Context: an optimization exercise on an open-source flow, tuned for small area and few clock cycles. The choices shown serve that exercise and are no tape-out recipe.
In this exercise RTL edits were held to simulation tests only and were not proved equivalent to the original.
Power is estimated from default activity; no workload was simulated.

### flow/config.mk
export PLATFORM = sky130hd
export DESIGN_NAME = byte_stream_find_replace
export DESIGN_NICKNAME = byte_stream_find_replace
export VERILOG_FILES = /design/flow/design.v
export SDC_FILE = /design/flow/constraint.sdc
export NUM_CORES = 4
export LEC_CHECK = 0
export CAP_MARGIN = 20
export CORE_MARGIN = 2
export CORE_UTILIZATION = 75
export CTS_BUF_LIST = sky130_fd_sc_hd__clkbuf_8 sky130_fd_sc_hd__clkbuf_16
export CTS_CLUSTER_DIAMETER = 60
export CTS_CLUSTER_SIZE = 24
export SLEW_MARGIN = 20
### flow/constraint.sdc
create_clock -name core_clock -period 6.0 [get_ports {clk}]
set_input_delay 1.2000 -clock core_clock [delete_from_list [all_inputs] [get_ports {clk}]]
set_output_delay 1.2000 -clock core_clock [all_outputs]
set_load 0.01 [all_outputs]
### flow/design.v
package bsfr_pkg;
  localparam int MAX_RESULTS = 8;
  localparam int CFG_IDX_W   = 3;
  localparam logic [CFG_IDX_W-1:0] REG_REPLACE_MODE  = 3'd0;
  localparam logic [CFG_IDX_W-1:0] REG_PATTERN_BYTES = 3'd1;
  localparam logic [CFG_IDX_W-1:0] REG_PATTERN_LEN   = 3'd2;
  localparam logic [CFG_IDX_W-1:0] REG_WORD_BYTES    = 3'd3;
  localparam logic [CFG_IDX_W-1:0] REG_WORD_LEN      = 3'd4;
  localparam logic MODE_TOKEN  = 1'b0;
  localparam logic MODE_STRING = 1'b1;
endpackage
module bsfr_out_buf (
  input  logic               clk,
  input  logic               rst,
  input  logic               accept,      
  input  logic [7:0]         mask_load,   
  input  logic               wsrc_load,   
  input  logic               bare_load,   
  input  logic               last,        
  input  logic [7:0][7:0]    hist,        
  input  logic [7:0][7:0]    word,
  input  logic               word_set,    
  output logic               more,        
  output logic               top_busy,    
  output logic               result_valid,
  input  logic               result_ready,
  output logic [7:0]         result_byte,
  output logic               result_byte_valid,
  output logic               result_string_end,
  output logic               result_run_end
);
  logic [7:0] mask;
  logic       wsrc;
  logic       bare;
  logic       slast;
  logic [7:0] mask_pop;
  logic [7:0] mask_base;
  logic [7:0] sel;
  logic       pop;
  always_comb begin
    for (int k = 0; k < 8; k++) begin
      mask_pop[k] = mask[k] && (k < 7 ? mask[k+1] : 1'b0);
      sel[k]      = mask[k] && !(k < 7 ? mask[k+1] : 1'b0);
    end
    result_byte = '0;
    for (int k = 0; k < 8; k++) begin
      result_byte = result_byte
                  | (hist[k]   & {8{sel[k] && !wsrc}})
                  | (word[7-k] & {8{sel[k] && wsrc && word_set}});
    end
  end
  assign result_valid      = (|mask) || bare;
  assign result_run_end    = !(|mask_pop);
  assign result_string_end = slast && result_run_end;
  assign result_byte_valid = !bare;
  assign pop       = result_valid && result_ready;
  assign more      = result_valid && !(result_run_end && result_ready);
  assign top_busy  = mask[7] && !wsrc && !pop;
  assign mask_base = pop ? mask_pop : mask;
  always_ff @(posedge clk) begin
    if (rst) begin
      mask <= '0;
      bare <= 1'b0;
    end else if (accept) begin
      mask <= (wsrc ? mask_base : {mask_base[6:0], 1'b0}) | mask_load;
      bare <= (bare && !pop) || bare_load;
    end else if (pop) begin
      mask <= mask_pop;
      bare <= 1'b0;
    end
  end
  always_ff @(posedge clk) begin
    if (accept && !more) begin
      slast <= last;
      wsrc  <= wsrc_load;
    end
  end
endmodule
module byte_stream_find_replace (
  input  logic        clk,
  input  logic        rst,
  input  logic        text_valid,
  output logic        text_ready,
  input  logic [7:0]  text_byte,
  input  logic        text_last,
  output logic        result_valid,
  input  logic        result_ready,
  output logic [7:0]  result_byte,
  output logic        result_byte_valid,
  output logic        result_string_end,
  output logic        result_run_end,
  input  logic        cfg_valid,
  output logic        cfg_ready,
  input  logic [2:0]  cfg_index,
  input  logic [63:0] cfg_data
);
  logic              replace_mode;
  logic [7:0][7:0]   pattern_bytes;
  logic [3:0]        pattern_len;
  logic [7:0][7:0]   word_bytes;
  logic [3:0]        word_len;
  logic [7:0][7:0]   hist;       
  logic [6:0]        occ;        
  logic [6:0]        d;          
  logic [7:0]        eq;
  logic [7:0]        pm;         
  logic [7:0]        poh;        
  logic [7:0]        wm;         
  logic [7:0]        occ_app;
  logic [7:0]        dn;
  logic              strm;
  logic              full;
  logic              match;
  logic              hit;
  logic              grow;
  logic              more;
  logic              top_busy;
  logic              accept;
  logic [7:0]        mask_load;
  logic              wsrc_load;
  logic [7:0]        wm_rev;
  logic              bare_load;
  logic [6:0]        occ_next;
  logic [6:0]        d_next;
  logic              pat_set;    
  logic              word_set;   
  logic              eqz;
  assign eqz = (text_byte == 8'h00);
  always_comb begin
    for (int i = 0; i < 8; i++) begin
      eq[i] = pat_set ? (text_byte == pattern_bytes[i]) : eqz;
      pm[i] = pattern_len[3] || (pattern_len[2:0] > 3'(i));
      wm[i] = word_len[3] || (word_len[2:0] > 3'(i));
      wm_rev[7-i] = wm[i];
    end
    for (int i = 0; i < 8; i++) begin
      poh[i] = pm[i] && !(i < 7 ? pm[i+1] : 1'b0);
    end
    occ_app = {occ, 1'b1};
    dn      = {d & eq[7:1], eq[0]};
    strm    = (replace_mode == bsfr_pkg::MODE_STRING) && pm[0];
    full    = |(occ_app & poh);
    match   = |(dn & poh);
    hit     = |(eq & pm);
    grow    = strm && !full && !text_last;
  end
  always_comb begin
    mask_load = '0;
    wsrc_load = 1'b0;
    bare_load = 1'b0;
    occ_next  = '0;
    d_next    = '0;
    if (strm) begin
      if (match) begin
        mask_load = wm_rev;
        wsrc_load = 1'b1;
        bare_load = text_last && !wm[0];
      end else if (full) begin
        mask_load = text_last ? occ_app : poh;
        if (!text_last) begin
          occ_next = occ;
          d_next   = dn[6:0];
        end
      end else if (text_last) begin
        mask_load = occ_app;
      end else begin
        occ_next = occ_app[6:0];
        d_next   = dn[6:0];
      end
    end else if (replace_mode == bsfr_pkg::MODE_TOKEN && hit) begin
      mask_load = wm_rev;
      wsrc_load = 1'b1;
      bare_load = text_last && !wm[0];
    end else begin
      mask_load = 8'b1;
    end
  end
  assign text_ready = !more || (grow && !top_busy);
  assign accept     = text_valid && text_ready;
  assign cfg_ready  = 1'b1;
  bsfr_out_buf u_out_buf (
    .clk               (clk),
    .rst               (rst),
    .accept            (accept),
    .mask_load         (mask_load),
    .wsrc_load         (wsrc_load),
    .bare_load         (bare_load),
    .last              (text_last),
    .hist              (hist),
    .word              (word_bytes),
    .word_set          (word_set),
    .more              (more),
    .top_busy          (top_busy),
    .result_valid      (result_valid),
    .result_ready      (result_ready),
    .result_byte       (result_byte),
    .result_byte_valid (result_byte_valid),
    .result_string_end (result_string_end),
    .result_run_end    (result_run_end)
  );
  always_ff @(posedge clk) begin
    if (cfg_valid && cfg_index == bsfr_pkg::REG_PATTERN_BYTES) begin
      pattern_bytes <= cfg_data;
    end
    if (cfg_valid && cfg_index == bsfr_pkg::REG_WORD_BYTES) begin
      word_bytes <= cfg_data;
    end
  end
  always_ff @(posedge clk) begin
    if (rst) begin
      pat_set  <= 1'b0;
      word_set <= 1'b0;
    end else if (cfg_valid) begin
      if (cfg_index == bsfr_pkg::REG_PATTERN_BYTES) pat_set  <= 1'b1;
      if (cfg_index == bsfr_pkg::REG_WORD_BYTES)    word_set <= 1'b1;
    end
  end
  always_ff @(posedge clk) begin
    if (rst) begin
      replace_mode <= bsfr_pkg::MODE_TOKEN;
      pattern_len  <= '0;
      word_len     <= '0;
      occ          <= '0;
      d            <= '0;
    end else begin
      if (accept) begin
        occ <= occ_next;
        d   <= d_next;
      end
      if (cfg_valid) begin
        unique case (cfg_index)
          bsfr_pkg::REG_REPLACE_MODE: begin
            replace_mode <= cfg_data[0];
            occ          <= '0;
            d            <= '0;
          end
          bsfr_pkg::REG_PATTERN_LEN: begin
            pattern_len <= cfg_data[3:0];
            occ         <= '0;
            d           <= '0;
          end
          bsfr_pkg::REG_WORD_LEN: word_len <= cfg_data[3:0];
          default: ;
        endcase
      end
    end
  end
  always_ff @(posedge clk) begin
    if (accept) begin
      hist <= {hist[6:0], text_byte};
    end
  end
endmodule
### flow/flow/run.sh
#!/bin/bash
# The standard layout, with each port buffered by the smallest buffer cell.
set -euo pipefail
export BUFFER_PORTS_ARGS="-buffer_cell sky130_fd_sc_hd__buf_1"
bash standard.sh finish > standard_flow.log 2>&1
### flow/standard.sh
#!/bin/bash
# synth_recipe.tcl (not shown) runs the flow's synth.tcl, then flattens the netlist and writes it again
# the make line also repeats each setting of config.mk as NAME=value (left out here)
make -C /OpenROAD-flow-scripts/flow DESIGN_CONFIG=/design/flow/config.mk WORK_HOME=/design/flow/orfs CLKGATE_MAP_FILE= SYNTH_SCRIPT=/design/flow/synth_recipe.tcl "${@:-finish}"
==> results of run 1 <==
-- area by class of cell --
class / instances / area, µm² / area share (%)
clock buffer: 15 / 375 / 3.54
clock inverter: 7 / 72.6 / 0.684
inverter: 17 / 66.3 / 0.625
multi-input combinational: 423 / 2980 / 28.1
sequential: 228 / 6510 / 61.3
tap: 172 / 215 / 2.03
timing repair buffer: 99 / 394 / 3.72
-- Yosys cell counts, types with 2 or more instances --
cell type                   number
sky130_fd_sc_hd__nand3_1         7
sky130_fd_sc_hd__nor4_1         10
sky130_fd_sc_hd__o21ai_0        26
sky130_fd_sc_hd__nor3_1          5
sky130_fd_sc_hd__nand4_1        20
sky130_fd_sc_hd__inv_1          16
sky130_fd_sc_hd__o2bb2ai_1       2
sky130_fd_sc_hd__a21oi_1        19
sky130_fd_sc_hd__o2111ai_1       2
sky130_fd_sc_hd__o221ai_1        3
sky130_fd_sc_hd__o21ai_1         6
sky130_fd_sc_hd__and2_0          2
sky130_fd_sc_hd__buf_4           9
sky130_fd_sc_hd__a22oi_1        26
sky130_fd_sc_hd__xnor2_1        48
sky130_fd_sc_hd__mux2i_1        11
sky130_fd_sc_hd__a32oi_1         6
sky130_fd_sc_hd__or2_1           2
sky130_fd_sc_hd__a222oi_1        3
sky130_fd_sc_hd__xor2_1         16
sky130_fd_sc_hd__nand2_1        28
sky130_fd_sc_hd__o211ai_1        2
sky130_fd_sc_hd__a221oi_1       16
sky130_fd_sc_hd__a21o_1          3
sky130_fd_sc_hd__nor2b_1         8
sky130_fd_sc_hd__nor2_1         51
sky130_fd_sc_hd__o311a_1         2
sky130_fd_sc_hd__a22o_1         23
sky130_fd_sc_hd__nand2b_1       12
sky130_fd_sc_hd__clkbuf_1       16
sky130_fd_sc_hd__buf_6           4
sky130_fd_sc_hd__a31o_2          2
sky130_fd_sc_hd__and2_1          8
sky130_fd_sc_hd__and3_1          2
sky130_fd_sc_hd__edfxtp_1      194
sky130_fd_sc_hd__nand4b_1        3
sky130_fd_sc_hd__a31oi_1         5
sky130_fd_sc_hd__or3_1           4
sky130_fd_sc_hd__dfxtp_1        34
sky130_fd_sc_hd__a311oi_1        3
sky130_fd_sc_hd__a211oi_1        4
-- worst paths after layout --
path / depth (start not counted) / from / to / slack [ps]
hold reg to reg: 0 / hist[2] / hist[10] / 470
hold / removal: 0 / hist[2] / hist[10] / 470
setup reg to reg: 9 / u_out_buf.mask[7] / d[2] / 2520
setup / recovery: 7 / u_out_buf.wsrc / result_byte[5] / 1440
-- stage by stage --
step	setup slack, ps	utilization (%)
after detailed placement	1870	80.4
after global routing	1460	84.1
after CTS	1650	84.0
after floorplan	1370	-
after global placement	2000	80.4
final	1440	84.1
-- worst register-to-register path, cell delays in order (launching register included) --
cell and delay (ps):
sky130_fd_sc_hd__dfxtp_1 960, sky130_fd_sc_hd__a21oi_1 230, sky130_fd_sc_hd__o211a_1 310, sky130_fd_sc_hd__a221o_1 390, sky130_fd_sc_hd__a21boi_2 170, sky130_fd_sc_hd__nand2b_1 110
sky130_fd_sc_hd__buf_4 250, sky130_fd_sc_hd__inv_4 340, sky130_fd_sc_hd__nor3_4 470, sky130_fd_sc_hd__a22o_1 210
-- cell usage in the layout, fill, tap and decap left out, types with 17 or more instances in the layout --
| master | n |
|---|---|
| sky130_fd_sc_hd__dfxtp_1 | 34 |
| sky130_fd_sc_hd__buf_1 | 93 |
| sky130_fd_sc_hd__xnor2_1 | 48 |
| sky130_fd_sc_hd__nor2_1 | 49 |
| sky130_fd_sc_hd__a22o_1 | 23 |
| sky130_fd_sc_hd__a22oi_1 | 26 |
| sky130_fd_sc_hd__a21oi_1 | 19 |
| sky130_fd_sc_hd__nand4_1 | 20 |
| sky130_fd_sc_hd__o21ai_0 | 26 |
| sky130_fd_sc_hd__nand2_1 | 28 |
| sky130_fd_sc_hd__inv_1 | 17 |
| sky130_fd_sc_hd__edfxtp_1 | 194 |
-- state kept, by name, indices dropped and copies added, names as in the netlist --
name	count
d	7
u_out_buf.mask	8
pattern_bytes	64
pattern_len	4
u_out_buf.wsrc	1
pat_set	1
word_len	4
word_bytes	64
u_out_buf.bare	1
occ	7
u_out_buf.slast	1
word_set	1
hist	64
replace_mode	1
-- power by group --
group          internal [mW]  leakage, nW  total, mW  switching (mW)
Combinational          0.109         1.03      0.348           0.239
Sequential              1.85         2.07       1.92          0.0728
Clock                  0.507        0.224       1.03           0.519
Total                   2.46         3.32       3.29           0.830
-- cells by family after synthesis --
family          Yosys count  synth area share (%)
mux                      14                  1.60
xor+xnor                 64                  5.77
flops                   228                  66.9
simple gates            169                  9.14
buf+inv                  48                  2.55
other cells               1                0.0386
compound gates          175                  14.0
-- layer usage --
layer	GRT usage, %	vias up	share of wire [%]
met5	0	-	0
met4	14.1	0	4.7
met3	9.21	122	14
met2	62.9	693	47
met1	52.3	3370	34
li1	-	2886	-
==> reports/results.md, run 1 <==
• 76.0% — crit share post-route
• 7.36 — number of vias per cell after detailed routing
• 7071 — via count
• 66.9% — post-synthesis sequential area ratio
• 961 — Finished Layout Cells
• 0 — Setup Buffers After CTS
• output pin — endpoint type of the worst setup path
• 9.12% — layout-stage area growth over the synthesis result
• 1060 ps — slowest cell delay on critical path
• reg2reg — worst min-delay path class
• 627 — Fill cells
• 480 ps — clk latency of the worst-skew pair
• 2 — Buf/Inv on CP
• 26700 µm — total length of routed wires
• 3360 ps — worst path arrival time
• 0 — final count of hold timing violations
• 0 ps — setup tns final
• 3.29 mW — Total Power
• 118 µm — x dimension of the die
• 6860 — number of global-route vias before repair
• 465 ps — final-layout worst hold slack
• 9720 µm² — Netlist Area Pre-Place
• register — startpoint types
• 3.32 nW — static power due to leakage
• sky130_fd_sc_hd__edfxtp_1 — dominant register cell in the synthesized netlist
• 0 — DRC errors left
• 38.9% — All-Layer GR Usage
• 90 ps — clock-pin slew on the worst setup and hold paths
• 699 — Cells after Synth
• 10200 µm² — area of placed instances
• 15.6 ps — Setup Skew
• 33 — Max Fanout on Critical Path
• 0.937 — final weighted congestion in routability-driven placement
• simple AND/OR/NAND/NOR gates — cell family with the largest share of critical-path delay
• 59.9% — area fraction of the dominant cell type after synthesis
• buf_4 -> nand2_1 -> nor2_1 -> a22o_1 -> a221oi_1 -> nand4_1 -> buf_1 — cells along the critical path
• 228 — number of clock sinks
• 310 nW/µm² — power per unit of standard cell area
• 0 — Final Max Slew Viols
• 13.9 µm² — mean instance size in the synthesized netlist
• 0 — PostCTS Resize Cnt
• sky130_fd_sc_hd__nor2_1 — CP max stage cell
• 0 — count of max-cap constraint violations
• 0 — overflow left after global routing
• 2 — synthesis warning total
• no — RSZ-0062 raised after global routing
• 780 — nets in the synthesized netlist
• 41 — number of rows in the core area
• 77.0% — effective utilization at floorplan
• 0 — antenna diode instance count
• 0 — hold-fix buffer count after cts
• 4800 ps — required time at the endpoint of the critical path
• 0.000334 V — worst IR drop on VDD
• 13900 µm² — die outline area
• 6 — first drt pass iteration count
• 93 — number of buffers added on ports
• 12600 µm² — area of the placeable core
• 3 — buffer depth of the longest clock path
• reg2out — kind of critical path
• 10600 µm² — final design area excluding fillers
• 118 µm — y dimension of the die
• 16900 µm — post-detailed-placement half-perimeter wirelength
• 27.8 µm — drt wl/cell
• sky130_fd_sc_hd__edfxtp_1 — library cell occupying the most area in the post-synthesis netlist
• 0% — proportion of register bits with asynchronous set or reset after synthesis
• 194 — number of enable flip-flop cells after synthesis
• 0 — ANT nets after route
• yes — clock tree from TritonCTS
• 1 — number of H-tree levels
• 0 — number of setup violations in the final report
• 4560 ps — crit path time final
• 0 — number of antenna violations at the first check in global routing
• 228 — count of state elements after synthesis
• 77 — number of distinct standard cells referenced by the synthesized netlist
• 40400 µm — wire length of the first global-routing pass
• sky130_fd_sc_hd__edfxtp_1 60%, sky130_fd_sc_hd__dfxtp_1 7.0%, sky130_fd_sc_hd__xnor2_1 4.3% — top cells by area, synth
• 95 — number of placed I/O pins
• 14.0% — Max-Slew Margin vs Limit
• 68 — pin count of the biggest net entering global routing
• 1280 ps — slew at the pin with the worst max-slew slack
• 5.70% — share of final-layout standard cells stronger than drive strength 1
• 219 MHz — Max Fclk
• 864 — final-stage net count
• 1135 — DRT iter0 DRCs
• no timing/DRC/antenna violations — run status
• sky130_fd_sc_hd__clkbuf_16 — Clock Root Buffer
• 938 — placed cell count
• 14 — TritonCTS buffer count
Testbench counts, summed over its fixed seeds: cycles 43,086.
==> run 2: changes to the inputs <==
--- a/flow/config.mk
+++ b/flow/config.mk
@@ -9,6 +9,6 @@
 export CORE_MARGIN = 2
 export CORE_UTILIZATION = 75
-export CTS_BUF_LIST = sky130_fd_sc_hd__clkbuf_8 sky130_fd_sc_hd__clkbuf_16
-export CTS_CLUSTER_DIAMETER = 60
-export CTS_CLUSTER_SIZE = 24
+export CTS_BUF_LIST = sky130_fd_sc_hd__clkbuf_16
+export CTS_CLUSTER_DIAMETER = 40
+export CTS_CLUSTER_SIZE = 30
 export SLEW_MARGIN = 20
==> run 2 against run 1 <==
Largest power group unchanged. Largest cell class unchanged. Clock skew rose by 9.5 ps. Critical path type unchanged. Cell count grew 2.2%. Global-route usage is 1.7 points higher.
==> reports/results.md, run 2 <==
• no timing/DRC/antenna violations — run status
• 95 — number of placed I/O pins, unchanged
• 0 — PostCTS Resize Cnt, unchanged
• 3.77 mW — Total Power, +15%
• 0 ps — setup tns final, unchanged
• hist x64, pattern_bytes x64, word_bytes x64 — largest registers
• 1870 ps — worst slack at placement, unchanged
• sky130_fd_sc_hd__edfxtp_1 — dominant register cell in the synthesized netlist
• 0 — hold-fix buffer count after cts, unchanged
• 873 — final-stage net count, +1.0%
• 0 — overflow left after global routing, unchanged
• 0 — final count of hold timing violations, unchanged
• 0 — ANT nets after route, unchanged
• 5.77% — xor/xnor cell area share of the yosys netlist, unchanged
• 60 ps — clock-pin slew on the worst setup and hold paths, -30 ps
• sky130_fd_sc_hd__clkbuf_16 — Clock Root Buffer
• 66.9% — post-synthesis sequential area ratio, unchanged
• 10200 µm² — area of placed instances, unchanged
• sky130_fd_sc_hd__edfxtp_1 — cell with the most instances after synthesis
• 1390 ps — final critical-path setup slack, -48.4 ps
• 4800 ps — required time at the endpoint of the critical path, about the same
• 194 x sky130_fd_sc_hd__edfxtp_1, 51 x sky130_fd_sc_hd__nor2_1, 48 x sky130_fd_sc_hd__xnor2_1 — Synth top cells by count
• 76.8% — crit share post-route, +0.81 points
• 2 — Buf/Inv on CP, unchanged
• 12600 µm² — area of the placeable core, unchanged
• 3 — buffer depth of the longest clock path, unchanged
• 1300 ps — slew at the pin with the worst max-slew slack, +11.7 ps
• 0 — DRC errors left, unchanged
• 7173 — via count, +1.4%
• 910 ps — slowest cell delay on critical path, -150 ps
• 457 ps — final-layout worst hold slack, -8.62 ps
• 7143 — number of global-route vias before repair, +4.1%
• 27700 µm — total length of routed wires, +3.7%
• 780 — nets in the synthesized netlist, unchanged
• 42100 µm — wire length of the first global-routing pass, +4.3%
• sky130_fd_sc_hd__nand2_1 — most prevalent standard cell on the critical path
• buf_4 -> nand2_1 -> nor2_1 -> a22oi_1 -> nand2_1 -> a221oi_1 -> nand4_1 -> buf_1 — cells along the critical path
• 3.49 nW — static power due to leakage, +4.9%
• 2 — synthesis warning total, unchanged
• register — startpoint types
• 0 — Final Max Slew Viols, unchanged
• 7.30 — number of vias per cell after detailed routing, -0.73%
• 28.2 µm — drt wl/cell, +1.5%
• 3410 ps — worst path arrival time, +50 ps
• compound AO/OA/AOI/OAI gates — largest family of logic cells by synthesized area
• reg2out — kind of critical path
• 0 — count of max-cap constraint violations, unchanged
• 0% — post-synthesis share of cell area spent on full adders, half adders and majority gates, unchanged
• yes — clock tree from TritonCTS
• 13900 µm² — die outline area, unchanged
• 118 µm — x dimension of the die, unchanged
• 344 nW/µm² — power per unit of standard cell area, +11%
• 9 — first drt pass iteration count, +3
• 0 — antenna diode instance count, unchanged
• 1100 — DRT iter0 DRCs, -3.1%
• sky130_fd_sc_hd__nor2_1 — CP max stage cell
• 0 — number of setup violations in the final report, unchanged
• 59.9% — area fraction of the dominant cell type after synthesis, unchanged
• no — RSZ-0062 raised after global routing
• 16900 µm — post-detailed-placement half-perimeter wirelength, unchanged
• sky130_fd_sc_hd__edfxtp_1 — library cell occupying the most area in the post-synthesis netlist
• 12.6% — layout-stage area growth over the synthesis result
• 0.000302 V — worst IR drop on VDD, -9.6%
• 0 — number of antenna violations at the first check in global routing, unchanged
• 9720 µm² — Netlist Area Pre-Place, unchanged
• 9.14% — fraction of the mapped netlist area in simple logic gates, unchanged
• simple AND/OR/NAND/NOR gates — cell family with the largest share of critical-path delay
• 24 — TritonCTS buffer count, +10
• 33 — Max Fanout on Critical Path, unchanged
• output pin — endpoint type of the worst setup path
• 194 — number of enable flip-flop cells after synthesis, unchanged
• 194 x sky130_fd_sc_hd__edfxtp_1, 93 x sky130_fd_sc_hd__buf_1, 50 x sky130_fd_sc_hd__nor2_1, 48 x sky130_fd_sc_hd__xnor2_1, 34 x sky130_fd_sc_hd__dfxtp_1 — most used cells in the layout excluding fill and tap cells
• 4610 ps — crit path time final, +48.4 ps
• reg2reg — worst min-delay path class
• 41 — number of rows in the core area, unchanged
• 13.9 µm² — mean instance size in the synthesized netlist, unchanged
• 699 — Cells after Synth, unchanged
• 228 — number of clock sinks, unchanged
• sky130_fd_sc_hd__edfxtp_1 — commonest non-fill, non-tap cell in the layout
• 14.0% — fraction of the mapped netlist area in compound gates, unchanged
• 556 — Fill cells, -11%
• 10900 µm² — final design area excluding fillers, +3.2%
• 77.0% — effective utilization at floorplan, unchanged
• 217 MHz — Max Fclk, -1.0%
• 0% — proportion of register bits with asynchronous set or reset after synthesis, unchanged
• 25.1 ps — Setup Skew, +9.47 ps
• 93 — number of buffers added on ports, unchanged
• 68 — pin count of the biggest net entering global routing, unchanged
• 0.937 — final weighted congestion in routability-driven placement, unchanged
• 13.3% — Max-Slew Margin vs Limit, -0.79 points
• 530 ps — clk latency of the worst-skew pair, +50 ps
• 40.5% — All-Layer GR Usage, +1.7 points
• 7.65% — share of final-layout standard cells stronger than drive strength 1, +2.0 points
• 118 µm — y dimension of the die, unchanged
• 1 — number of H-tree levels, unchanged
• 228 — count of state elements after synthesis, unchanged
• 77 — number of distinct standard cells referenced by the synthesized netlist, unchanged
• 0 — Setup Buffers After CTS, unchanged
• sky130_fd_sc_hd__edfxtp_1 60%, sky130_fd_sc_hd__dfxtp_1 7.0%, sky130_fd_sc_hd__xnor2_1 4.3% — top cells by area, synth
• 938 — placed cell count, unchanged
• 86.7% — core utilization of the finished layout, +2.7 points
• 982 — Finished Layout Cells, +2.2%
• 1.60% — proportion of synthesized area in mux cells, unchanged
==> run 2: cell count changes in the layout (fill, tap and decap cells not counted), moves of 2 or more <==
cell,delta
sky130_fd_sc_hd__clkbuf_16,+9
sky130_fd_sc_hd__clkinvlp_4,+2
sky130_fd_sc_hd__inv_6,+2
sky130_fd_sc_hd__clkinv_2,+2
sky130_fd_sc_hd__clkinv_4,+2
sky130_fd_sc_hd__clkinv_8,+2
sky130_fd_sc_hd__clkinv_1,+2
==> run 2: path summary, 6_finish.rpt <==
| kind | from | endpoint | slack (ps) | cells past startpoint |
|---|---|---|---|---|
| worst max register to register | u_out_buf.mask[7] | d[5] | 2530 | 9 |
| worst max-delay path | u_out_buf.wsrc | result_byte[1] | 1390 | 8 |
| worst min-delay path | hist[2] | hist[10] | 460 | 0 |
| worst min register to register | hist[2] | hist[10] | 460 | 0 |
==> run 2: power breakdown <==
part,internal [mW],switching [mW],total (mW)
logic,0.109,0.239,0.348
clock network,0.837,0.663,1.50
registers,1.85,0.0748,1.92
total,2.79,0.978,3.77
==> run 2: layer usage <==
| layer | share of wire (%) | up-vias | global-route usage [%] |
|---|---|---|---|
| met4 | 5.8 | 0 | 19.7 |
| met2 | 47 | 761 | 64.9 |
| li1 | - | 2914 | - |
| met5 | 0 | - | 0 |
| met3 | 14 | 135 | 10.4 |
| met1 | 34 | 3363 | 52.3 |
==> run 2: cell families after synthesis <==
group / Yosys count
AO/OA/AOI/OAI: 175
XOR/XNOR: 64
buffers and inverters: 48
flip-flops: 228
multiplexers: 14
other: 1
AND/OR/NAND/NOR: 169
==> run 2: cell type report <==
class	instances	area (µm²)	area share, %
flip-flops and latches	228	6510	59.4
multi-input cells	423	2980	27.2
clock buffers	24	601	5.49
repair buffers	98	387	3.53
well taps	172	215	1.97
clock inverters	20	195	1.78
inverters	17	66.3	0.606
==> run 2: worst reg2reg max path: stages, from the launching register on <==
cell and delay, ps:
sky130_fd_sc_hd__dfxtp_1 990, sky130_fd_sc_hd__a21oi_1 220, sky130_fd_sc_hd__o211a_1 310, sky130_fd_sc_hd__a221o_1 390
sky130_fd_sc_hd__a21boi_2 170, sky130_fd_sc_hd__nand2b_1 110, sky130_fd_sc_hd__buf_4 250, sky130_fd_sc_hd__inv_4 330
sky130_fd_sc_hd__nor3_4 440, sky130_fd_sc_hd__a22o_1 220
==> run 3: changes to the inputs <==
--- a/flow/design.v
+++ b/flow/design.v
@@ -32,4 +32,5 @@
   logic [7:0] mask;
   logic       wsrc;
+  logic       hsrc;
   logic       bare;
   logic       slast;
@@ -46,6 +47,6 @@
     for (int k = 0; k < 8; k++) begin
       result_byte = result_byte
-                  | (hist[k]   & {8{sel[k] && !wsrc}})
-                  | (word[7-k] & {8{sel[k] && wsrc && word_set}});
+                  | (hist[k]   & {8{sel[k] && hsrc}})
+                  | (word[7-k] & {8{sel[k] && wsrc}});
     end
   end
@@ -56,5 +57,5 @@
   assign pop       = result_valid && result_ready;
   assign more      = result_valid && !(result_run_end && result_ready);
-  assign top_busy  = mask[7] && !wsrc && !pop;
+  assign top_busy  = mask[7] && hsrc && !pop;
   assign mask_base = pop ? mask_pop : mask;
   always_ff @(posedge clk) begin
@@ -63,5 +64,5 @@
       bare <= 1'b0;
     end else if (accept) begin
-      mask <= (wsrc ? mask_base : {mask_base[6:0], 1'b0}) | mask_load;
+      mask <= (hsrc ? {mask_base[6:0], 1'b0} : mask_base) | mask_load;
       bare <= (bare && !pop) || bare_load;
     end else if (pop) begin
@@ -73,5 +74,6 @@
     if (accept && !more) begin
       slast <= last;
-      wsrc  <= wsrc_load;
+      wsrc  <= wsrc_load && word_set;
+      hsrc  <= !wsrc_load;
     end
   end
--- a/flow/config.mk
+++ b/flow/config.mk
@@ -9,6 +9,6 @@
 export CORE_MARGIN = 2
 export CORE_UTILIZATION = 75
-export CTS_BUF_LIST = sky130_fd_sc_hd__clkbuf_16
-export CTS_CLUSTER_DIAMETER = 40
-export CTS_CLUSTER_SIZE = 30
+export CTS_BUF_LIST = sky130_fd_sc_hd__clkbuf_8 sky130_fd_sc_hd__clkbuf_16
+export CTS_CLUSTER_DIAMETER = 60
+export CTS_CLUSTER_SIZE = 24
 export SLEW_MARGIN = 20
==> run 3 against run 2 <==
Sequential cell count is 1 higher. Synthesized cell count stayed put. Sequential share of layout area grew 2.5 points. Sequential power barely moved. Synthesized area is 0.69% lower. Wire length decreased by 0.49%. Global-route usage down 0.87 points. Utilization decreased by 2.7 points. Critical path type unchanged. Largest cell class unchanged. Largest power group unchanged. Highest routed layer unchanged.
==> reports/results.md, run 3 <==
• no timing/DRC/antenna violations — run status
• 10600 µm² — final design area excluding fillers, -3.5%
• 1 — number of H-tree levels, unchanged
• 7.16% — share of final-layout standard cells stronger than drive strength 1, -0.49 points
• 9.40% — layout-stage area growth over the synthesis result
• 117 µm — y dimension of the die, -0.34%
• sky130_fd_sc_hd__clkbuf_16 — Clock Root Buffer
• register — startpoint types
• 41 — number of rows in the core area, unchanged
• 84.0% — core utilization of the finished layout, -2.7 points
• 12600 µm² — area of the placeable core, -0.41%
• 15 — TritonCTS buffer count, -38%
• reg2out — kind of critical path
• u_out_buf.mask[7] — worst reg2reg path startpoint
• 1620 ps — worst slack at placement, -249 ps
• 67.7% — post-synthesis sequential area ratio, +0.78 points
• 0 — final count of hold timing violations, unchanged
• sky130_fd_sc_hd__edfxtp_1 — commonest non-fill, non-tap cell in the layout
• u_out_buf.hsrc — crit path from
• 780 — nets in the synthesized netlist, unchanged
• 18000 µm — post-detailed-placement half-perimeter wirelength, +6.7%
• output pin — endpoint type of the worst setup path
• 40800 µm — wire length of the first global-routing pass, -3.1%
• 0 — number of setup violations in the final report, unchanged
• 3 — buffer depth of the longest clock path, unchanged
• 855 — final-stage net count, -2.1%
• 6883 — number of global-route vias before repair, -3.6%
• 3.29 nW — static power due to leakage, -5.7%
• 10100 µm² — area of placed instances, -0.63%
• 9650 µm² — Netlist Area Pre-Place, -0.69%
• 0 — antenna diode instance count, unchanged
• hist x64, pattern_bytes x64, word_bytes x64 — largest registers
• sky130_fd_sc_hd__edfxtp_1 — cell with the most instances after synthesis
• 0 — hold-fix buffer count after cts, unchanged
• 0 ps — setup tns final, unchanged
• 14.0 ps — Setup Skew, -11.1 ps
• 229 — count of state elements after synthesis, +0.44%
• 93 — number of buffers added on ports, unchanged
• 90 ps — clock-pin slew on the worst setup and hold paths, +30 ps
• no — RSZ-0062 raised after global routing
• 0 — DRC errors left, unchanged
• 38 — pin count of the biggest net entering global routing, -44%
• 0 — overflow left after global routing, unchanged
• 20.8% — Max-Slew Margin vs Limit, +7.6 points
• sky130_fd_sc_hd__edfxtp_1 — library cell occupying the most area in the post-synthesis netlist
• 0 — count of max-cap constraint violations, unchanged
• 954 — Finished Layout Cells, -2.9%
• 0 — number of antenna violations at the first check in global routing, unchanged
• 28.9 µm — drt wl/cell, +2.4%
• 13800 µm² — die outline area, -0.67%
• 616 — Fill cells, +11%
• 1310 — DRT iter0 DRCs, +19%
• reg2reg — worst min-delay path class
• 0 — Setup Buffers After CTS, unchanged
• 95 — number of placed I/O pins, unchanged
• 60.7% — area fraction of the dominant cell type after synthesis, +0.73 points
• 7001 — via count, -2.4%
• 80.7% — crit share post-route, +3.9 points
• sky130_fd_sc_hd__edfxtp_1 61%, sky130_fd_sc_hd__dfxtp_1 7.1%, sky130_fd_sc_hd__xnor2_1 4.4% — top cells by area, synth
• 3640 ps — worst path arrival time, +230 ps
• 27600 µm — total length of routed wires, -0.49%
• 699 — Cells after Synth, unchanged
• 2 — synthesis warning total, unchanged
• 18 — Max Fanout on Critical Path, -45%
• 195 x sky130_fd_sc_hd__edfxtp_1, 48 x sky130_fd_sc_hd__xnor2_1, 44 x sky130_fd_sc_hd__a22oi_1 — Synth top cells by count
• 207 MHz — Max Fclk, -4.8%
• 317 nW/µm² — power per unit of standard cell area, -7.9%
• 0.000339 V — worst IR drop on VDD, +12%
• 480 ps — clk latency of the worst-skew pair, -50 ps
• 13.8 µm² — mean instance size in the synthesized netlist, -0.69%
• 0 — PostCTS Resize Cnt, unchanged
• 4800 ps — required time at the endpoint of the critical path, about the same
• 7 — first drt pass iteration count, -2
• 195 — number of enable flip-flop cells after synthesis, +0.52%
• 39.7% — All-Layer GR Usage, -0.87 points
• 1180 ps — slew at the pin with the worst max-slew slack, -114 ps
• 229 — number of clock sinks, +0.44%
• hist[45] — hold wc startpoint
• 4840 ps — crit path time final, +231 ps
• 0% — proportion of register bits with asynchronous set or reset after synthesis, unchanged
• sky130_fd_sc_hd__edfxtp_1 — dominant register cell in the synthesized netlist
• 0 — ANT nets after route, unchanged
• 7.34 — number of vias per cell after detailed routing, +0.47%
• 0.977 — final weighted congestion in routability-driven placement, +4.2%
• 195 x sky130_fd_sc_hd__edfxtp_1, 93 x sky130_fd_sc_hd__buf_1, 48 x sky130_fd_sc_hd__xnor2_1, 44 x sky130_fd_sc_hd__a22oi_1 — most used cells in the layout excluding fill and tap cells
• yes — clock tree from TritonCTS
• 69 — number of distinct standard cells referenced by the synthesized netlist, -10%
• 1160 ps — final critical-path setup slack, -231 ps
• 929 — placed cell count, -0.96%
• 117 µm — x dimension of the die, -0.34%
• 0 — Final Max Slew Viols, unchanged
• 76.8% — effective utilization at floorplan, -0.22 points
run 3: logic make-up after synthesis:
| kind of cell | Yosys count | synth area share (%) |
|---|---|---|
| flops | 229 | 67.7 |
| simple gates | 176 | 10.1 |
| compound gates | 162 | 12.0 |
| xor+xnor | 64 | 5.81 |
| buf+inv | 50 | 2.50 |
| mux | 17 | 1.83 |
| other cells | 1 | 0.0388 |
run 3: critical path, stage by stage, from the launching register on:
cell and delay, ps:
sky130_fd_sc_hd__edfxtp_1 940, sky130_fd_sc_hd__inv_1 440, sky130_fd_sc_hd__nor3b_2 1050, sky130_fd_sc_hd__a22oi_1 160, sky130_fd_sc_hd__and4_1 260, sky130_fd_sc_hd__nand4_1 110, sky130_fd_sc_hd__buf_1 190
run 3: layout make-up:
cell class                 count  area (µm²)  share of cell area, %
timing repair buffer         101         409                   3.87
clock buffer                  16         389                   3.68
multi-input combinational    420        2910                   27.5
inverter                       7        26.3                  0.249
tap                          172         215                   2.04
clock inverter                 9        78.8                  0.746
sequential                   229        6540                   61.9
run 3: final timing paths:
path / endpoint / slack, ps / cells after the start
worst max-delay path: result_byte[0] / 1160 / 6
worst max register to register: occ[0] / 1660 / 9
worst min register to register: hist[53] / 460 / 0
worst min-delay path: hist[53] / 460 / 0
run 3: layer usage:
layer | up-vias | GRT usage (%) | routed length [µm]
met2 | 673 | 62.8 | 13000
met1 | 3347 | 52.7 | 9340
met4 | 0 | 20.1 | 1660
met5 | - | 0 | 0
li1 | 2850 | - | -
met3 | 131 | 8.77 | 3570
run 3: where the power goes:
group	total (mW)	leakage, nW	switching, mW	internal, mW
Clock	1.04	0.242	0.550	0.492
Sequential	1.93	2.07	0.0812	1.85
Combinational	0.381	0.972	0.255	0.125
Total	3.35	3.29	0.887	2.46
run 3: through the flow:
step                total power, mW  hold slack [ps]
CTS                            3.32              457
global placement               2.28              429
global route                   3.42              479
floorplan                      2.15              425
finish                         3.35              461
detailed placement             2.31              435
Testbench counts of run 3, summed over its fixed seeds: cycles 43,086.
==> run 4: changes to the inputs <==
--- a/flow/config.mk
+++ b/flow/config.mk
@@ -8,7 +8,7 @@
 export CAP_MARGIN = 20
 export CORE_MARGIN = 2
-export CORE_UTILIZATION = 75
-export CTS_BUF_LIST = sky130_fd_sc_hd__clkbuf_8 sky130_fd_sc_hd__clkbuf_16
-export CTS_CLUSTER_DIAMETER = 60
-export CTS_CLUSTER_SIZE = 24
+export CORE_UTILIZATION = 78
+export CTS_BUF_LIST = sky130_fd_sc_hd__clkbuf_16
+export CTS_CLUSTER_DIAMETER = 100
+export CTS_CLUSTER_SIZE = 27
 export SLEW_MARGIN = 20
==> run 4 against run 3 <==
Largest power group unchanged. Critical path depth did not move. Hold slack barely moved. Maximum frequency rose by 3.5%. Worst setup slack improved by 170 ps.
==> reports/results.md, run 4 <==
• 3.25 nW — static power due to leakage, -1.2%
• 40 — number of rows in the core area, -2.4%
• 67.7% — post-synthesis sequential area ratio, unchanged
• 0 — final count of hold timing violations, unchanged
• 1.83% — proportion of synthesized area in mux cells, unchanged
• hist x64, pattern_bytes x64, word_bytes x64 — largest registers
• 0 ps — setup tns final, unchanged
• 27.6 µm — drt wl/cell, -4.3%
• 2 — synthesis warning total, unchanged
• 3470 ps — worst path arrival time, -170 ps
• 39.9% — All-Layer GR Usage, +0.20 points
• 12100 µm² — area of the placeable core, -4.0%
• 7.32 — number of vias per cell after detailed routing, -0.26%
• 11.8% — combinational power share, +0.4 points
• no timing/DRC/antenna violations — run status
• 195 x sky130_fd_sc_hd__edfxtp_1, 93 x sky130_fd_sc_hd__buf_1, 48 x sky130_fd_sc_hd__xnor2_1, 44 x sky130_fd_sc_hd__a22oi_1 — most used cells in the layout excluding fill and tap cells
• reg2reg — worst min-delay path class
• 853 — final-stage net count, -0.23%
• sky130_fd_sc_hd__edfxtp_1 — cell with the most instances after synthesis
• 26200 µm — total length of routed wires, -5.1%
• 2.38 mW — internal portion of total power, -3.6%
• sky130_fd_sc_hd__edfxtp_1 — library cell occupying the most area in the post-synthesis netlist
• 30.2% — Max-Slew Margin vs Limit, +9.4 points
• 0 — antenna diode instance count, unchanged
• 9650 µm² — Netlist Area Pre-Place, unchanged
• 110 ps — clock-pin slew on the worst setup and hold paths, +20 ps
• compound AO/OA/AOI/OAI gates — largest family of logic cells by synthesized area
• 0 — PostCTS Resize Cnt, unchanged
• 1 — number of H-tree levels, unchanged
• 0.000336 V — worst IR drop on VDD, -0.76%
• 195 — number of enable flip-flop cells after synthesis, unchanged
• 460 ps — clk latency of the worst-skew pair, -20 ps
• 12 — TritonCTS buffer count, -3
• 95 — number of placed I/O pins, unchanged
• 18 — Max Fanout on Critical Path, unchanged
• 60.7% — area fraction of the dominant cell type after synthesis, unchanged
• 0 — overflow left after global routing, unchanged
• 38400 µm — wire length of the first global-routing pass, -5.9%
• 10.1% — fraction of the mapped netlist area in simple logic gates, unchanged
• 699 — Cells after Synth, unchanged
• sky130_fd_sc_hd__edfxtp_1 61%, sky130_fd_sc_hd__dfxtp_1 7.1%, sky130_fd_sc_hd__xnor2_1 4.4% — top cells by area, synth
• sky130_fd_sc_hd__edfxtp_1 — commonest non-fill, non-tap cell in the layout
• 2900 µm² — total area of multi-input combinational cells, -0.22%
• 60.7% — relative contribution of sequential cells to total power, +3.2 points
• yes — clock tree from TritonCTS
• 6540 µm² — total area of sequential cells, unchanged
• 3 — buffer depth of the longest clock path, unchanged
• 0% — proportion of register bits with asynchronous set or reset after synthesis, unchanged
• 27.6% — part of the power in the clock network, -3.5 points
• 4800 ps — required time at the endpoint of the critical path, about the same
• 1040 ps — slew at the pin with the worst max-slew slack, -140 ps
• 6633 — number of global-route vias before repair, -3.6%
• 5.81% — xor/xnor cell area share of the yosys netlist, unchanged
• 0 — hold-fix buffer count after cts, unchanged
• 195 x sky130_fd_sc_hd__edfxtp_1, 48 x sky130_fd_sc_hd__xnor2_1, 44 x sky130_fd_sc_hd__a22oi_1 — Synth top cells by count
• sky130_fd_sc_hd__edfxtp_1 — dominant register cell in the synthesized netlist
• 12.0% — fraction of the mapped netlist area in compound gates, unchanged
• 10 — Worst R2R Path Depth, +1
• 801 µW — sw power, -9.6%
• sky130_fd_sc_hd__clkbuf_16 — Clock Root Buffer
• 229 — number of clock sinks, unchanged
• 229 — count of state elements after synthesis, unchanged
• 0 — count of max-cap constraint violations, unchanged
• 19.4 ps — Setup Skew, +5.39 ps
• 0.948 — final weighted congestion in routability-driven placement, -2.9%
• 77.9% — crit share post-route, -2.8 points
• output pin — endpoint type of the worst setup path
• register — startpoint types
• 0 — number of instances on the worst hold path, unchanged
• 214 MHz — Max Fclk, +3.5%
• 0 — DRC errors left, unchanged
• 7 — first drt pass iteration count, unchanged
• 80.0% — effective utilization at floorplan, +3.2 points
• 0% — post-synthesis share of cell area spent on full adders, half adders and majority gates, unchanged
• 537 — Fill cells, -13%
• 115 µm — y dimension of the die, -1.9%
• 1388 — DRT iter0 DRCs, +6.0%
• 0 — number of setup violations in the final report, unchanged
• 8.28% — layout-stage area growth over the synthesis result
• 10500 µm² — final design area excluding fillers, -1.0%
• 0 — Setup Buffers After CTS, unchanged
• 0 — Final Max Slew Viols, unchanged
• 0 — ANT nets after route, unchanged
• 66 — pin count of the biggest net entering global routing, +74%
• reg2out — kind of critical path
• 461 ps — final-layout worst hold slack, -0.231 ps
• 13.8 µm² — mean instance size in the synthesized netlist, unchanged
• 10100 µm² — area of placed instances, about the same
• 6924 — via count, -1.1%
• 17600 µm — post-detailed-placement half-perimeter wirelength, -2.5%
• 304 nW/µm² — power per unit of standard cell area, -4.2%
• 6.17% — share of final-layout standard cells stronger than drive strength 1, -0.99 points
• 780 — nets in the synthesized netlist, unchanged
• 115 µm — x dimension of the die, -1.9%
• 4670 ps — crit path time final, -166 ps
• 13300 µm² — die outline area, -3.7%
• 0 — number of antenna violations at the first check in global routing, unchanged
• 69 — number of distinct standard cells referenced by the synthesized netlist, unchanged
• 93 — number of buffers added on ports, unchanged
• 25.2% — switching power as a share of total power, -1.2 points
• no — RSZ-0062 raised after global routing
-- run 4: cell counts after synthesis --
No cell type changed its count.
-- run 4: worst max-delay path: stages, from the launching register on --
cell and delay (ps):
sky130_fd_sc_hd__edfxtp_1 920, sky130_fd_sc_hd__inv_1 420, sky130_fd_sc_hd__nor3b_2 930, sky130_fd_sc_hd__a22oi_1 220, sky130_fd_sc_hd__and4_1 250, sky130_fd_sc_hd__nand4_1 90, sky130_fd_sc_hd__buf_1 150
-- run 4: final cells by class --
type	instances	share of cell area [%]
Sequential cell	229	62.5
Multi-Input combinational cell	420	27.7
Timing Repair Buffer	102	3.99
Clock buffer	13	3.11
Tap cell	168	2.01
Clock inverter	7	0.371
Inverter	7	0.251
-- run 4: cells by family after synthesis --
| kind of cell | after synthesis |
|---|---|
| muxes | 17 |
| buffers and inverters | 50 |
| AOI/OAI and AO/OA | 162 |
| xor gates and xnor gates | 64 |
| DFF | 229 |
| and+or+nand+nor | 176 |
| other | 1 |
-- run 4: power by group through the flow --
stage               logic (mW)  clock network (mW)  registers (mW)
global placement         0.342                   0            1.94
floorplan                0.239                   0            1.91
global route             0.392               0.915            1.93
CTS                      0.362               0.868            1.92
detailed placement       0.356                   0            1.95
finish                   0.374               0.875            1.93
-- run 4: per-layer routing --
layer | track usage [%] | wire [µm]
met2 | 66.1 | 12500
met3 | 9.17 | 3560
met1 | 50.3 | 8510
met5 | 0 | 0
met4 | 19.2 | 1580
-- run 4: through the flow --
stage	total power, mW	instances	utilization, %	setup slack (ps)
floorplan	2.15	699	-	1370
global placement	2.29	926	83.7	1720
detailed placement	2.31	926	83.7	1570
CTS	3.15	946	86.7	1450
global route	3.24	946	86.7	1300
finish	3.18	946	86.7	1330
-- run 4: path summary, 6_finish.rpt --
kind,from,end,slack [ps]
worst max-delay path,u_out_buf.hsrc,result_byte[0],1330
worst min-delay path,hist[1],hist[9],460
worst max register to register,u_out_buf.mask[7],d[6],2160
worst min register to register,hist[1],hist[9],460

## separate check: timing with driven ports
No port has a modelled driver above. Below, the same layouts with a new extraction and two added sets of constraints.
Step 1, drivers: a clkbuf_16 drives clk and a buf_2 each remaining input, both assumed.
Step 2 adds t to the input delays and takes it off the output delays; t is the mean of the earliest and latest rising clock arrival at the registers after step 1. Input paths then give back, and output paths get back, about the clock's delay inside the block.
Slacks: ideal / step 1 / step 2; pairs: ideal / step 1.
run	shift t [ns]	slack for setup (ns)	hold WS [ns]	pins driven straight from the clock port
run 1	0.520	1.440 / 1.394 / 1.686	0.465 / 0.465 / 0.465	1
run 2	0.565	1.391 / 1.348 / 1.600	0.457 / 0.457 / 0.457	1
run 3	0.521	1.160 / 1.117 / 1.523	0.461 / 0.461 / 0.461	1
run 4	0.500	1.326 / 1.281 / 1.490	0.461 / 0.461 / 0.461	1
After both steps setup and hold are still met in every run listed.
